This design comes from an exercise in tuning for small area, a short achievable clock period and few clock cycles on the open sky130 flow, not from production work. Function was checked by simulation only, so behaviour that the tests miss may differ from the original. Power figures rest on the tool's default switching activity, not on a simulated workload.

==> 01-11 <==
// kairo
module kairo (
  input  wire                CLK,
  input  wire                RST_N,
  output logic               i_mem_valid,
  output kairo_pkg::word_t   i_mem_addr,
  input  wire                i_mem_ready,
  input  wire  kairo_pkg::word_t i_mem_rdata,
  input  wire                haltreq,
  input  wire                resumereq,
  output logic               halt,
  output logic               resume,
  output logic               running,
  input  wire                ar_en,
  input  wire                ar_wr,
  input  wire  kairo_pkg::ar_addr_t ar_ad,
  input  wire  kairo_pkg::word_t    ar_di,
  output kairo_pkg::word_t   ar_do
);
==> module kairo_run_ctrl, before the edit <==
module kairo_run_ctrl (
  input  wire  CLK,
  input  wire  RST_N,
  input  wire  haltreq,
  input  wire  resumereq,
  input  wire  ebreak_retired,
  output logic halt,
  output logic resume,
  output logic running
);
  always_ff @(posedge CLK) begin
    if (!RST_N) begin
      running <= 1'b1;
      halt    <= 1'b0;
      resume  <= 1'b0;
    end else if (running) begin
      if (haltreq || ebreak_retired) begin
        running <= 1'b0;
        halt    <= 1'b1;
      end
    end else if (halt) begin
      if (resumereq) begin
        halt   <= 1'b0;
        resume <= 1'b1;
      end
    end else begin
      if (!resumereq) begin
        resume  <= 1'b0;
        running <= 1'b1;
      end
    end
  end
endmodule
==> module kairo_add, before the edit <==
module kairo_add (
  input  wire  [31:0] a,
  input  wire  [31:0] b,
  input  wire         cin,
  output logic [31:0] s
);
  logic [31:0] p;
  logic [31:0] g [0:5];
  logic [31:0] t [0:5];
  assign p    = a ^ b;
  assign g[0] = (a & b) | {31'b0, p[0] & cin};
  assign t[0] = p;
  for (genvar l = 0; l < 5; l++) begin : g_lvl
    for (genvar i = 0; i < 32; i++) begin : g_bit
      if ((i >> l) & 1) begin : g_op
        localparam int J = ((i >> l) << l) - 1;
        assign g[l+1][i] = g[l][i] | (t[l][i] & g[l][J]);
        assign t[l+1][i] = t[l][i] & t[l][J];
      end else begin : g_pass
        assign g[l+1][i] = g[l][i];
        assign t[l+1][i] = t[l][i];
      end
    end
  end
  assign s = p ^ {g[5][30:0], cin};
endmodule
==> module kairo, before the edit <==
module kairo (
  input  wire                CLK,
  input  wire                RST_N,
  output logic               i_mem_valid,
  output kairo_pkg::word_t   i_mem_addr,
  input  wire                i_mem_ready,
  input  wire  kairo_pkg::word_t i_mem_rdata,
  input  wire                haltreq,
  input  wire                resumereq,
  output logic               halt,
  output logic               resume,
  output logic               running,
  input  wire                ar_en,
  input  wire                ar_wr,
  input  wire  kairo_pkg::ar_addr_t ar_ad,
  input  wire  kairo_pkg::word_t    ar_di,
  output kairo_pkg::word_t   ar_do
);
  logic                retire;
  logic [31:2]         pc;
  logic [31:2]         pc_next;
  kairo_pkg::word_t    rs1;
  kairo_pkg::word_t    rs2;
  kairo_pkg::word_t    result;
  logic                has_rd;
  logic                dbg_hit;
  logic                rf_we;
  kairo_pkg::reg_num_t rf_waddr;
  kairo_pkg::word_t    rf_wdata;
  kairo_pkg::reg_num_t rf_raddr_a;
  logic             is_lui, is_addi, is_rr, is_sub, is_beq, is_bne, is_jal, is_ebreak;
  kairo_pkg::word_t imm_i, imm_u, imm_bj;
  kairo_run_ctrl u_run_ctrl (
    .CLK            (CLK),
    .RST_N          (RST_N),
    .haltreq        (haltreq),
    .resumereq      (resumereq),
    .ebreak_retired (retire & is_ebreak),
    .halt           (halt),
    .resume         (resume),
    .running        (running)
  );
  kairo_pc_counter u_pc_counter (
    .CLK     (CLK),
    .RST_N   (RST_N),
    .retire  (retire),
    .pc_next (pc_next),
    .pc      (pc)
  );
  assign i_mem_valid = running;
  assign i_mem_addr  = {pc, 2'b00};
  assign retire      = running & i_mem_ready;
  kairo_decode u_decode (
    .inst      (i_mem_rdata),
    .is_lui    (is_lui),
    .is_addi   (is_addi),
    .is_rr     (is_rr),
    .is_sub    (is_sub),
    .is_beq    (is_beq),
    .is_bne    (is_bne),
    .is_jal    (is_jal),
    .is_ebreak (is_ebreak),
    .imm_i     (imm_i),
    .imm_u     (imm_u),
    .imm_bj    (imm_bj)
  );
  assign dbg_hit    = halt & ar_en & (ar_ad[15:8] == kairo_pkg::AR_REG_PAGE);
  assign rf_we      = (retire & has_rd) | (dbg_hit & ar_wr);
  assign rf_waddr   = halt ? ar_ad[4:0] : i_mem_rdata[11:7];
  assign rf_wdata   = halt ? ar_di : result;
  assign rf_raddr_a = halt ? ar_ad[4:0] : i_mem_rdata[19:15];
  kairo_regfile u_regfile (
    .CLK     (CLK),
    .RST_N   (RST_N),
    .we      (rf_we),
    .waddr   (rf_waddr),
    .wdata   (rf_wdata),
    .raddr_a (rf_raddr_a),
    .raddr_b (i_mem_rdata[24:20]),
    .rdata_a (rs1),
    .rdata_b (rs2)
  );
  assign ar_do = dbg_hit ? rs1 : '0;
  kairo_exec u_exec (
    .pc      (pc),
    .rs1     (rs1),
    .rs2     (rs2),
    .funct3  (i_mem_rdata[14:12]),
    .is_lui  (is_lui),
    .is_addi (is_addi),
    .is_rr   (is_rr),
    .is_sub  (is_sub),
    .is_beq  (is_beq),
    .is_bne  (is_bne),
    .is_jal  (is_jal),
    .imm_i   (imm_i),
    .imm_u   (imm_u),
    .imm_bj  (imm_bj),
    .has_rd  (has_rd),
    .result  (result),
    .pc_next (pc_next)
  );
endmodule
==> module kairo_exec, before the edit <==
module kairo_exec (
  input  wire  [31:2]            pc,
  input  wire  kairo_pkg::word_t rs1,
  input  wire  kairo_pkg::word_t rs2,
  input  wire  kairo_pkg::funct3_t funct3,
  input  wire                    is_lui,
  input  wire                    is_addi,
  input  wire                    is_rr,
  input  wire                    is_sub,
  input  wire                    is_beq,
  input  wire                    is_bne,
  input  wire                    is_jal,
  input  wire  kairo_pkg::word_t imm_i,
  input  wire  kairo_pkg::word_t imm_u,
  input  wire  kairo_pkg::word_t imm_bj,
  output logic                   has_rd,
  output kairo_pkg::word_t       result,
  output logic [31:2]            pc_next
);
  logic [31:2]      pc_plus;
  logic [31:2]      target;
  kairo_pkg::word_t opb;
  kairo_pkg::word_t sum;
  kairo_pkg::word_t logic_res;
  logic             eq;
  logic             taken;
  logic             is_arith;
  assign pc_plus = pc + 30'd1;
  assign target  = pc + imm_bj[31:2];
  assign opb = is_addi ? imm_i : (is_sub ? ~rs2 : rs2);
  kairo_add u_add (
    .a   (rs1),
    .b   (opb),
    .cin (is_sub),
    .s   (sum)
  );
  always_comb begin
    case (funct3[1:0])
      2'b11:   logic_res = rs1 & rs2;
      2'b10:   logic_res = rs1 | rs2;
      default: logic_res = rs1 ^ rs2;
    endcase
  end
  assign is_arith = is_addi | is_sub | (is_rr & ~funct3[2]);
  always_comb begin
    result = '0;
    if (is_arith)                result = sum;
    else if (is_rr)              result = logic_res;
    else if (is_lui)             result = imm_u;
    else if (is_jal)             result = {pc_plus, 2'b00};
  end
  assign has_rd = is_lui | is_addi | is_rr | is_sub | is_jal;
  assign eq      = (rs1 == rs2);
  assign taken   = is_jal | (is_beq & eq) | (is_bne & ~eq);
  assign pc_next = taken ? target : pc_plus;
endmodule
==> module kairo_regfile, before the edit <==
module kairo_regfile (
  input  wire                      CLK,
  input  wire                      RST_N,
  input  wire                      we,
  input  wire  kairo_pkg::reg_num_t waddr,
  input  wire  kairo_pkg::word_t    wdata,
  input  wire  kairo_pkg::reg_num_t raddr_a,
  input  wire  kairo_pkg::reg_num_t raddr_b,
  output kairo_pkg::word_t          rdata_a,
  output kairo_pkg::word_t          rdata_b
);
  kairo_pkg::word_t regs [1:31];
  logic [31:1]      valid;
  logic [31:1]      wsel;
  logic [31:1]      sel_a;
  logic [31:1]      sel_b;
  always_comb begin
    for (int i = 1; i < 32; i++) begin
      wsel[i]  = we && (waddr == 5'(i));
      sel_a[i] = valid[i] && (raddr_a == 5'(i));
      sel_b[i] = valid[i] && (raddr_b == 5'(i));
    end
  end
  always_ff @(posedge CLK) begin
    if (!RST_N) begin
      valid <= '0;
    end else begin
      valid <= valid | wsel;
    end
  end
  always_ff @(posedge CLK) begin
    for (int i = 1; i < 32; i++) begin
      if (wsel[i]) begin
        regs[i] <= wdata;
      end
    end
  end
  always_comb begin
    rdata_a = '0;
    rdata_b = '0;
    for (int i = 1; i < 32; i++) begin
      rdata_a = rdata_a | ({32{sel_a[i]}} & regs[i]);
      rdata_b = rdata_b | ({32{sel_b[i]}} & regs[i]);
    end
  end
endmodule
clock: 9.0 ns
lec_check: 0
cap_margin: 20
core_margin: 2
core_utilization: 40
slew_margin: 20
run.sh (not shown) runs the stock make flow with config.mk's settings and CLKGATE_MAP_FILE= SYNTH_SCRIPT=/design/flow/synth_recipe.tcl, a recipe that flattens the netlist after the stock synthesis.
==> 05-25: changes against 01-11 <==
--- a/flow/design.v
+++ b/flow/design.v
@@ -30,4 +30,5 @@
   input  wire  resumereq,
   input  wire  ebreak_retired,
+  input  wire  wb_pending,
   output logic halt,
   output logic resume,
@@ -40,5 +41,5 @@
       resume  <= 1'b0;
     end else if (running) begin
-      if (haltreq || ebreak_retired) begin
+      if (ebreak_retired || (haltreq && !wb_pending)) begin
         running <= 1'b0;
         halt    <= 1'b1;
@@ -178,8 +179,9 @@
 );
   logic [31:0] p;
+  logic [31:0] c;
   logic [31:0] g [0:5];
   logic [31:0] t [0:5];
   assign p    = a ^ b;
-  assign g[0] = (a & b) | {31'b0, p[0] & cin};
+  assign g[0] = a & b;
   assign t[0] = p;
   for (genvar l = 0; l < 5; l++) begin : g_lvl
@@ -195,5 +197,6 @@
     end
   end
-  assign s = p ^ {g[5][30:0], cin};
+  assign c = {g[5][30:0] | (t[5][30:0] & {31{cin}}), cin};
+  assign s = p ^ c;
 endmodule
 `default_nettype wire
@@ -266,4 +269,9 @@
 );
   logic                retire;
+  logic                wb_valid;
+  kairo_pkg::reg_num_t wb_rd;
+  kairo_pkg::word_t    wb_data;
+  logic                byp_a;
+  logic                byp_b;
   logic [31:2]         pc;
   logic [31:2]         pc_next;
@@ -277,4 +285,6 @@
   kairo_pkg::word_t    rf_wdata;
   kairo_pkg::reg_num_t rf_raddr_a;
+  kairo_pkg::word_t    rf_rdata_a;
+  kairo_pkg::word_t    rf_rdata_b;
   logic             is_lui, is_addi, is_rr, is_sub, is_beq, is_bne, is_jal, is_ebreak;
   kairo_pkg::word_t imm_i, imm_u, imm_bj;
@@ -285,4 +295,5 @@
     .resumereq      (resumereq),
     .ebreak_retired (retire & is_ebreak),
+    .wb_pending     (wb_valid),
     .halt           (halt),
     .resume         (resume),
@@ -298,5 +309,5 @@
   assign i_mem_valid = running;
   assign i_mem_addr  = {pc, 2'b00};
-  assign retire      = running & i_mem_ready;
+  assign retire      = running & ~haltreq & i_mem_ready;
   kairo_decode u_decode (
     .inst      (i_mem_rdata),
@@ -313,8 +324,21 @@
     .imm_bj    (imm_bj)
   );
+  always_ff @(posedge CLK) begin
+    if (!RST_N) begin
+      wb_valid <= 1'b0;
+    end else begin
+      wb_valid <= retire & has_rd & (i_mem_rdata[11:7] != '0);
+    end
+  end
+  always_ff @(posedge CLK) begin
+    wb_rd   <= i_mem_rdata[11:7];
+    wb_data <= result;
+  end
+  assign byp_a = wb_valid & (wb_rd == i_mem_rdata[19:15]);
+  assign byp_b = wb_valid & (wb_rd == i_mem_rdata[24:20]);
   assign dbg_hit    = halt & ar_en & (ar_ad[15:8] == kairo_pkg::AR_REG_PAGE);
-  assign rf_we      = (retire & has_rd) | (dbg_hit & ar_wr);
-  assign rf_waddr   = halt ? ar_ad[4:0] : i_mem_rdata[11:7];
-  assign rf_wdata   = halt ? ar_di : result;
+  assign rf_we      = wb_valid | (dbg_hit & ar_wr);
+  assign rf_waddr   = halt ? ar_ad[4:0] : wb_rd;
+  assign rf_wdata   = halt ? ar_di : wb_data;
   assign rf_raddr_a = halt ? ar_ad[4:0] : i_mem_rdata[19:15];
   kairo_regfile u_regfile (
@@ -326,8 +350,10 @@
     .raddr_a (rf_raddr_a),
     .raddr_b (i_mem_rdata[24:20]),
-    .rdata_a (rs1),
-    .rdata_b (rs2)
+    .rdata_a (rf_rdata_a),
+    .rdata_b (rf_rdata_b)
   );
-  assign ar_do = dbg_hit ? rs1 : '0;
+  assign ar_do = dbg_hit ? rf_rdata_a : '0;
+  assign rs1 = byp_a ? wb_data : rf_rdata_a;
+  assign rs2 = byp_b ? wb_data : rf_rdata_b;
   kairo_exec u_exec (
     .pc      (pc),
--- a/flow/config.mk
+++ b/flow/config.mk
@@ -9,3 +9,5 @@
 export CORE_MARGIN = 2
 export CORE_UTILIZATION = 40
+export SETUP_SLACK_MARGIN = 3.0
 export SLEW_MARGIN = 20
+export TNS_END_PERCENT = 5
==> 08-14: changes against 01-11 <==
--- a/flow/design.v
+++ b/flow/design.v
@@ -30,4 +30,5 @@
   input  wire  resumereq,
   input  wire  ebreak_retired,
+  input  wire  wb_pending,
   output logic halt,
   output logic resume,
@@ -40,5 +41,5 @@
       resume  <= 1'b0;
     end else if (running) begin
-      if (haltreq || ebreak_retired) begin
+      if (ebreak_retired || (haltreq && !wb_pending)) begin
         running <= 1'b0;
         halt    <= 1'b1;
@@ -138,4 +139,6 @@
   kairo_pkg::word_t opb;
   kairo_pkg::word_t sum;
+  kairo_pkg::word_t pa;       
+  kairo_pkg::word_t ga;       
   kairo_pkg::word_t logic_res;
   logic             eq;
@@ -149,11 +152,13 @@
     .b   (opb),
     .cin (is_sub),
+    .p   (pa),
+    .g   (ga),
     .s   (sum)
   );
   always_comb begin
     case (funct3[1:0])
-      2'b11:   logic_res = rs1 & rs2;
-      2'b10:   logic_res = rs1 | rs2;
-      default: logic_res = rs1 ^ rs2;
+      2'b11:   logic_res = ga;
+      2'b10:   logic_res = pa | ga;
+      default: logic_res = pa;
     endcase
   end
@@ -167,5 +172,5 @@
   end
   assign has_rd = is_lui | is_addi | is_rr | is_sub | is_jal;
-  assign eq      = (rs1 == rs2);
+  assign eq      = ~|pa;
   assign taken   = is_jal | (is_beq & eq) | (is_bne & ~eq);
   assign pc_next = taken ? target : pc_plus;
@@ -175,25 +180,29 @@
   input  wire  [31:0] b,
   input  wire         cin,
+  output logic [31:0] p,
+  output logic [31:0] g,
   output logic [31:0] s
 );
-  logic [31:0] p;
-  logic [31:0] g [0:5];
+  logic [31:0] c;
+  logic [31:0] gl [0:5];
   logic [31:0] t [0:5];
-  assign p    = a ^ b;
-  assign g[0] = (a & b) | {31'b0, p[0] & cin};
-  assign t[0] = p;
+  assign p     = a ^ b;
+  assign g     = a & b;
+  assign gl[0] = g;
+  assign t[0]  = p;
   for (genvar l = 0; l < 5; l++) begin : g_lvl
     for (genvar i = 0; i < 32; i++) begin : g_bit
       if ((i >> l) & 1) begin : g_op
         localparam int J = ((i >> l) << l) - 1;
-        assign g[l+1][i] = g[l][i] | (t[l][i] & g[l][J]);
+        assign gl[l+1][i] = gl[l][i] | (t[l][i] & gl[l][J]);
         assign t[l+1][i] = t[l][i] & t[l][J];
       end else begin : g_pass
-        assign g[l+1][i] = g[l][i];
+        assign gl[l+1][i] = gl[l][i];
         assign t[l+1][i] = t[l][i];
       end
     end
   end
-  assign s = p ^ {g[5][30:0], cin};
+  assign c = {gl[5][30:0] | (t[5][30:0] & {31{cin}}), cin};
+  assign s = p ^ c;
 endmodule
 `default_nettype wire
@@ -211,5 +220,5 @@
 );
   kairo_pkg::word_t regs [1:31];
-  logic [31:1]      valid;
+  kairo_pkg::word_t wdata_rst;
   logic [31:1]      wsel;
   logic [31:1]      sel_a;
@@ -217,20 +226,14 @@
   always_comb begin
     for (int i = 1; i < 32; i++) begin
-      wsel[i]  = we && (waddr == 5'(i));
-      sel_a[i] = valid[i] && (raddr_a == 5'(i));
-      sel_b[i] = valid[i] && (raddr_b == 5'(i));
-    end
-  end
-  always_ff @(posedge CLK) begin
-    if (!RST_N) begin
-      valid <= '0;
-    end else begin
-      valid <= valid | wsel;
+      wsel[i]  = !RST_N || (we && (waddr == 5'(i)));
+      sel_a[i] = (raddr_a == 5'(i));
+      sel_b[i] = (raddr_b == 5'(i));
     end
   end
+  assign wdata_rst = wdata & {32{RST_N}};
   always_ff @(posedge CLK) begin
     for (int i = 1; i < 32; i++) begin
       if (wsel[i]) begin
-        regs[i] <= wdata;
+        regs[i] <= wdata_rst;
       end
     end
@@ -266,4 +269,9 @@
 );
   logic                retire;
+  logic                wb_valid;
+  kairo_pkg::reg_num_t wb_rd;
+  kairo_pkg::word_t    wb_data;
+  logic                byp_a;
+  logic                byp_b;
   logic [31:2]         pc;
   logic [31:2]         pc_next;
@@ -277,4 +285,6 @@
   kairo_pkg::word_t    rf_wdata;
   kairo_pkg::reg_num_t rf_raddr_a;
+  kairo_pkg::word_t    rf_rdata_a;
+  kairo_pkg::word_t    rf_rdata_b;
   logic             is_lui, is_addi, is_rr, is_sub, is_beq, is_bne, is_jal, is_ebreak;
   kairo_pkg::word_t imm_i, imm_u, imm_bj;
@@ -285,4 +295,5 @@
     .resumereq      (resumereq),
     .ebreak_retired (retire & is_ebreak),
+    .wb_pending     (wb_valid),
     .halt           (halt),
     .resume         (resume),
@@ -298,5 +309,5 @@
   assign i_mem_valid = running;
   assign i_mem_addr  = {pc, 2'b00};
-  assign retire      = running & i_mem_ready;
+  assign retire      = running & ~haltreq & i_mem_ready;
   kairo_decode u_decode (
     .inst      (i_mem_rdata),
@@ -313,8 +324,21 @@
     .imm_bj    (imm_bj)
   );
+  always_ff @(posedge CLK) begin
+    if (!RST_N) begin
+      wb_valid <= 1'b0;
+    end else begin
+      wb_valid <= retire & has_rd & (i_mem_rdata[11:7] != '0);
+    end
+  end
+  always_ff @(posedge CLK) begin
+    wb_rd   <= i_mem_rdata[11:7];
+    wb_data <= result;
+  end
+  assign byp_a = wb_valid & (wb_rd == i_mem_rdata[19:15]);
+  assign byp_b = wb_valid & (wb_rd == i_mem_rdata[24:20]);
   assign dbg_hit    = halt & ar_en & (ar_ad[15:8] == kairo_pkg::AR_REG_PAGE);
-  assign rf_we      = (retire & has_rd) | (dbg_hit & ar_wr);
-  assign rf_waddr   = halt ? ar_ad[4:0] : i_mem_rdata[11:7];
-  assign rf_wdata   = halt ? ar_di : result;
+  assign rf_we      = wb_valid | (dbg_hit & ar_wr);
+  assign rf_waddr   = halt ? ar_ad[4:0] : wb_rd;
+  assign rf_wdata   = halt ? ar_di : wb_data;
   assign rf_raddr_a = halt ? ar_ad[4:0] : i_mem_rdata[19:15];
   kairo_regfile u_regfile (
@@ -326,8 +350,10 @@
     .raddr_a (rf_raddr_a),
     .raddr_b (i_mem_rdata[24:20]),
-    .rdata_a (rs1),
-    .rdata_b (rs2)
+    .rdata_a (rf_rdata_a),
+    .rdata_b (rf_rdata_b)
   );
-  assign ar_do = dbg_hit ? rs1 : '0;
+  assign ar_do = dbg_hit ? rf_rdata_a : '0;
+  assign rs1 = byp_a ? wb_data : rf_rdata_a;
+  assign rs2 = byp_b ? wb_data : rf_rdata_b;
   kairo_exec u_exec (
     .pc      (pc),
==> flow/flow/run.sh (new file) <==
#!/bin/bash
# The standard layout (standard synthesis unchanged), with the ports buffered
# by buf_4 cells instead of the delay cells buffer_ports picks by default.
set -euo pipefail
bash standard.sh BUFFER_PORTS_ARGS="-buffer_cell sky130_fd_sc_hd__buf_4" finish > orfs_make.log 2>&1
==> flow/standard.sh (new file) <==
#!/bin/bash
# synth_recipe.tcl (not shown) runs the flow's synth.tcl, then flattens the netlist and writes it again
# the make line also repeats each setting of config.mk as NAME=value (left out here)
make -C /OpenROAD-flow-scripts/flow DESIGN_CONFIG=/design/flow/config.mk WORK_HOME=/design/flow/orfs CLKGATE_MAP_FILE= SYNTH_SCRIPT=/design/flow/synth_recipe.tcl "${@:-finish}"
--- a/flow/config.mk
+++ b/flow/config.mk
@@ -9,3 +9,6 @@
 export CORE_MARGIN = 2
 export CORE_UTILIZATION = 40
+export CTS_BUF_LIST = sky130_fd_sc_hd__clkbuf_8
+export SETUP_SLACK_MARGIN = 3.0
 export SLEW_MARGIN = 20
+export TNS_END_PERCENT = 5
removed: flow/run.sh
==> flow_metrics.py <==
metrics = {
    "worst_setup_path": {
        "critical_path.max_fanout": 8,
    },
    "worst_hold_path": {
        "hold_path.startpoint": "u_run_ctrl.resume$_SDFFE_PN0P_",
    },
    "route": {
        "num_vias": 50000,
        "wirelength_met1_um": 93300,
    },
    "sta": {
        "timing_worst_slew_pin_value_ps": 1400,
    },
    "synthesis": {
        "synth_area_in_compound_gates_pct": 20.2,
        "synth-xor-area-share_pct": 1.38,
    },
    "pwr": {
        "p_int_mw": 8.49,
        "p_leak_nw": 23.1,
        "powerClk_mw": 4.99,
    },
    "cells_and_area": {
        "number_of_standard_cells_in_the_final_layout_excluding_fillers": 6588,
        "antenna_cells_inserted": 25,
    },
    "clocking": {
        "post_cts_resize_count": 526,
    },
    "die": {
        "core.rowCount": 133,
    },
    "status": {
        "status": "finished clean",
    },
}
# the run above: 05-25

==> flow_metrics.py <==
metrics = {
    "synthesis": {
        "synth_area_in_compound_gates_pct": 21.3,
    },
    "worst_setup_path": {
        "critical_path.max_fanout": 11,
    },
    "status": {
        "status": "finished clean",
    },
    "worst_hold_path": {
        "hold_path.startpoint": "u_regfile.valid[15]$_SDFF_PN0_",
    },
    "cells_and_area": {
        "antenna_cells_inserted": 1,
        "number_of_standard_cells_in_the_final_layout_excluding_fillers": 5871,
    },
    "sta": {
        "timing_worst_slew_pin_value_ps": 1350,
    },
    "route": {
        "num_vias": 44500,
        "wirelength_met1_um": 82400,
    },
    "clocking": {
        "h_tree_lvls": 3,
    },
    "pwr": {
        "p_int_mw": 8.07,
    },
}
# the run above: 01-11

==> flow_metrics.py <==
metrics = {
    "cells_and_area": {
        "antenna_cells_inserted": 11,
        "number_of_standard_cells_in_the_final_layout_excluding_fillers": 6503,
    },
    "die": {
        "core.rowCount": 131,
    },
    "pwr": {
        "p_int_mw": 8.37,
        "pwr.group.sequential_mw": 5.89,
        "powerClk_mw": 4.12,
    },
    "route": {
        "num_vias": 48500,
        "wirelength_met1_um": 87800,
    },
    "worst_setup_path": {
        "criticalPathCategory": "primary input to output port",
        "critical_path.max_fanout": 8,
    },
    "sta": {
        "timing_worst_slew_pin_value_ps": 1330,
    },
    "worst_hold_path": {
        "hold_path.startpoint": "u_run_ctrl.resume$_SDFFE_PN0P_",
    },
    "synthesis": {
        "synth_area_in_compound_gates_pct": 20.4,
        "synth-xor-area-share_pct": 1.36,
    },
    "clocking": {
        "post_cts_resize_count": 206,
    },
    "status": {
        "status": "finished clean",
    },
}
# the run above: 08-14

Testbench counts of 01-11, summed over its fixed seeds: cycles 14,261.
Testbench counts of 05-25, summed over its fixed seeds: cycles 14,261.
Testbench counts of 08-14, summed over its fixed seeds: cycles 14,261.

-- port drivers added, routing unchanged --
Ports are ideal in the flow. The routed layouts listed here were re-timed in OpenROAD.
Step 1: set_driving_cell puts a clkbuf_16 on CLK and a buf_2 on each other input, an assumption about the parent block.
Step 2 adds t to the input delays and takes it off the output delays; t is the mean of the earliest and latest rising clock arrival at the registers after step 1. Input paths then give back, and output paths get back, about the clock's delay inside the block.
Three values: ideal, step 1, step 2; two values: the first two.
run | shift t [ns] | setup WS [ns] | worst slew at a driven data input, ns
01-11 | 0.798 | 0.731 / 0.658 / 0.257 | 0.08
05-25 | 0.835 | 2.724 / 2.668 / 2.024 | 0.09
08-14 | 0.998 | 2.720 / 2.659 / 1.869 | 0.17
After both steps every run listed still meets setup and hold. For 08-14, which loses most, drivers alone change the setup slack by -0.061 ns; drivers and shift together by -0.851 ns.
